What follows belongs to an exercise in optimizing a design on an open flow for small area; a production flow would make more cautious choices. Power is estimated from default activity; no workload was simulated.

// gpio_top
module gpio_top (
   input  logic        PCLK,
   input  logic        aresetn,
   input  logic        psel_i,
   input  logic        penable_i,
   input  logic        pwrite_i,
   input  logic [7:0]  paddr_i,
   input  logic [31:0] pwdata_i,
   output logic [31:0] prdata_o,
   output logic        pready_o,
   output logic        pslverr_o,
   input  logic [31:0] gpio_in_i,
   output logic [31:0] gpio_out_o,
   output logic [31:0] gpio_oe_o,
   output logic [31:0] int_o,
   output logic        int_or_o
);
   localparam int n = gpio_pkg::gpio_max;
   assign pready_o  = 1'b1;
   assign pslverr_o = 1'b0;
   logic          wr_en;
   logic          hit_intr;
   logic          hit_gpin;
   logic          hit_gpout;
   logic [n-1:0]  cfg_sel;
   assign wr_en     = psel_i & penable_i & pwrite_i;
   assign hit_intr  = (paddr_i == gpio_pkg::addr_intr);
   assign hit_gpin  = (paddr_i == gpio_pkg::addr_gpin);
   assign hit_gpout = (paddr_i == gpio_pkg::addr_gpout);
   for (genvar i = 0; i < n; i++)
   begin : g_dec
      assign cfg_sel[i] = ~paddr_i[7] & (paddr_i[6:2] == 5'(i));
   end
   logic [n-1:0] gpin1;
   logic [n-1:0] cur;
   logic [n-1:0] prev;
   always_ff @(posedge PCLK or negedge aresetn)
   begin
      if (!aresetn)
      begin
         gpin1 <= '0;
         cur   <= '0;
      end
      else
      begin
         gpin1 <= gpio_in_i;
         cur   <= gpin1;
      end
   end
   always_ff @(posedge PCLK)
      prev <= cur;
   localparam int gs    = 4;
   localparam int gb    = $clog2(gs);
   localparam int n_grp = n / gs;
   logic [7:0]       cfg_q [n];
   logic [n_grp-1:0] grp_hit;
   logic [n_grp-1:0] grp_ok;
   logic [gs-1:0]    pos_hit;
   logic [7:0]       cfg_d [gs];
   logic [n-1:0]     cfg_ok;
   logic [n-1:0]     out_en;
   logic [n-1:0]     in_en;
   logic [n-1:0]     oe_en;
   logic [n-1:0]     int_en;
   for (genvar p = 0; p < gs; p++)
   begin : g_pos
      assign pos_hit[p] = (paddr_i[2 +: gb] == gb'(p));
      assign cfg_d[p]   = pwdata_i[7:0] & {8{pos_hit[p]}};
   end
   for (genvar g = 0; g < n_grp; g++)
   begin : g_grp
      assign grp_hit[g] = wr_en & ~paddr_i[7] & (paddr_i[6:2+gb] == (5-gb)'(g));
      always_ff @(posedge PCLK or negedge aresetn)
      begin
         if (!aresetn)
            grp_ok[g] <= 1'b0;
  ...
Size in the first run: ~1900 cells after synthesis.
export LEC_CHECK = 0
export CAP_MARGIN = 20
export CORE_MARGIN = 2
export CORE_UTILIZATION = 40
export SETUP_SLACK_MARGIN = 0.2
export SLEW_MARGIN = 20
create_clock -name core_clock -period 5.0 [get_ports {PCLK}]
standard.sh (not shown) runs the stock make flow with config.mk's settings and CLKGATE_MAP_FILE= SYNTH_SCRIPT=/design/flow/synth_recipe.tcl, a recipe that flattens the netlist after the stock synthesis.
==> flow/flow/run.sh <==
#!/bin/bash
# Standard layout, with the port buffers made from the smallest buffer and a
# clock tree of larger sink clusters without dummy loads.
set -euo pipefail
export BUFFER_PORTS_ARGS="-buffer_cell sky130_fd_sc_hd__buf_1"
export CTS_ARGS="-sink_clustering_enable -repair_clock_nets -dont_use_dummy_load -sink_clustering_size 14 -sink_clustering_max_diameter 50 -buf_list {sky130_fd_sc_hd__clkbuf_4 sky130_fd_sc_hd__clkbuf_8}"
export RECOVER_POWER=100
bash standard.sh > standard_flow.log 2>&1
The starting point reached the layout checks and failed them: max-capacitance violations, max-slew violations, negative setup slack.
Change:
--- a/flow/flow/run.sh
+++ b/flow/flow/run.sh
@@ -5,4 +5,3 @@
 export BUFFER_PORTS_ARGS="-buffer_cell sky130_fd_sc_hd__buf_1"
 export CTS_ARGS="-sink_clustering_enable -repair_clock_nets -dont_use_dummy_load -sink_clustering_size 14 -sink_clustering_max_diameter 50 -buf_list {sky130_fd_sc_hd__clkbuf_4 sky130_fd_sc_hd__clkbuf_8}"
-export RECOVER_POWER=100
 bash standard.sh > standard_flow.log 2>&1
--- a/flow/config.mk
+++ b/flow/config.mk
@@ -8,5 +8,5 @@
 export CAP_MARGIN = 20
 export CORE_MARGIN = 2
-export CORE_UTILIZATION = 40
-export SETUP_SLACK_MARGIN = 0.2
+export CORE_UTILIZATION = 65
+export SETUP_SLACK_MARGIN = 0.1
 export SLEW_MARGIN = 20
This time the run produced a clean layout.
Final cell count went down by 12%.
Sequential power hardly moves.
Final area went down by 2.9%.
Register-to-register slack gets better by 1200 ps.
Critical path depth went up by 4.
Count of clock-buffer cells in the layout went down by 8.
No functional check of the RTL was part of any run of this note.

[static timing again, ports no longer ideal]
The results above use ideal ports. As a check the final layouts listed here were re-extracted and re-timed, cells and wires unchanged. Step 1 sets driving cells, clkbuf_16 on the clock port and buf_2 on the other inputs (assumed; they add their load-dependent delay and slew). Step 2 also shifts input and output timing later by t, the mid clock arrival at the registers, as if the neighbouring blocks saw the same clock. a / b / c = ideal ports / drivers / drivers and shift; a / b = the first two.
run | t (ns) | setup WS [ns] | pins driven straight from the clock port
the first run | 0.702 | -0.059 / -0.117 / -0.347 | 1
the second run | 0.655 | 0.194 / 0.171 / 0.171 | 1
For the first run, which loses most, drivers alone change the setup slack by -0.058 ns; drivers and shift together by -0.288 ns.
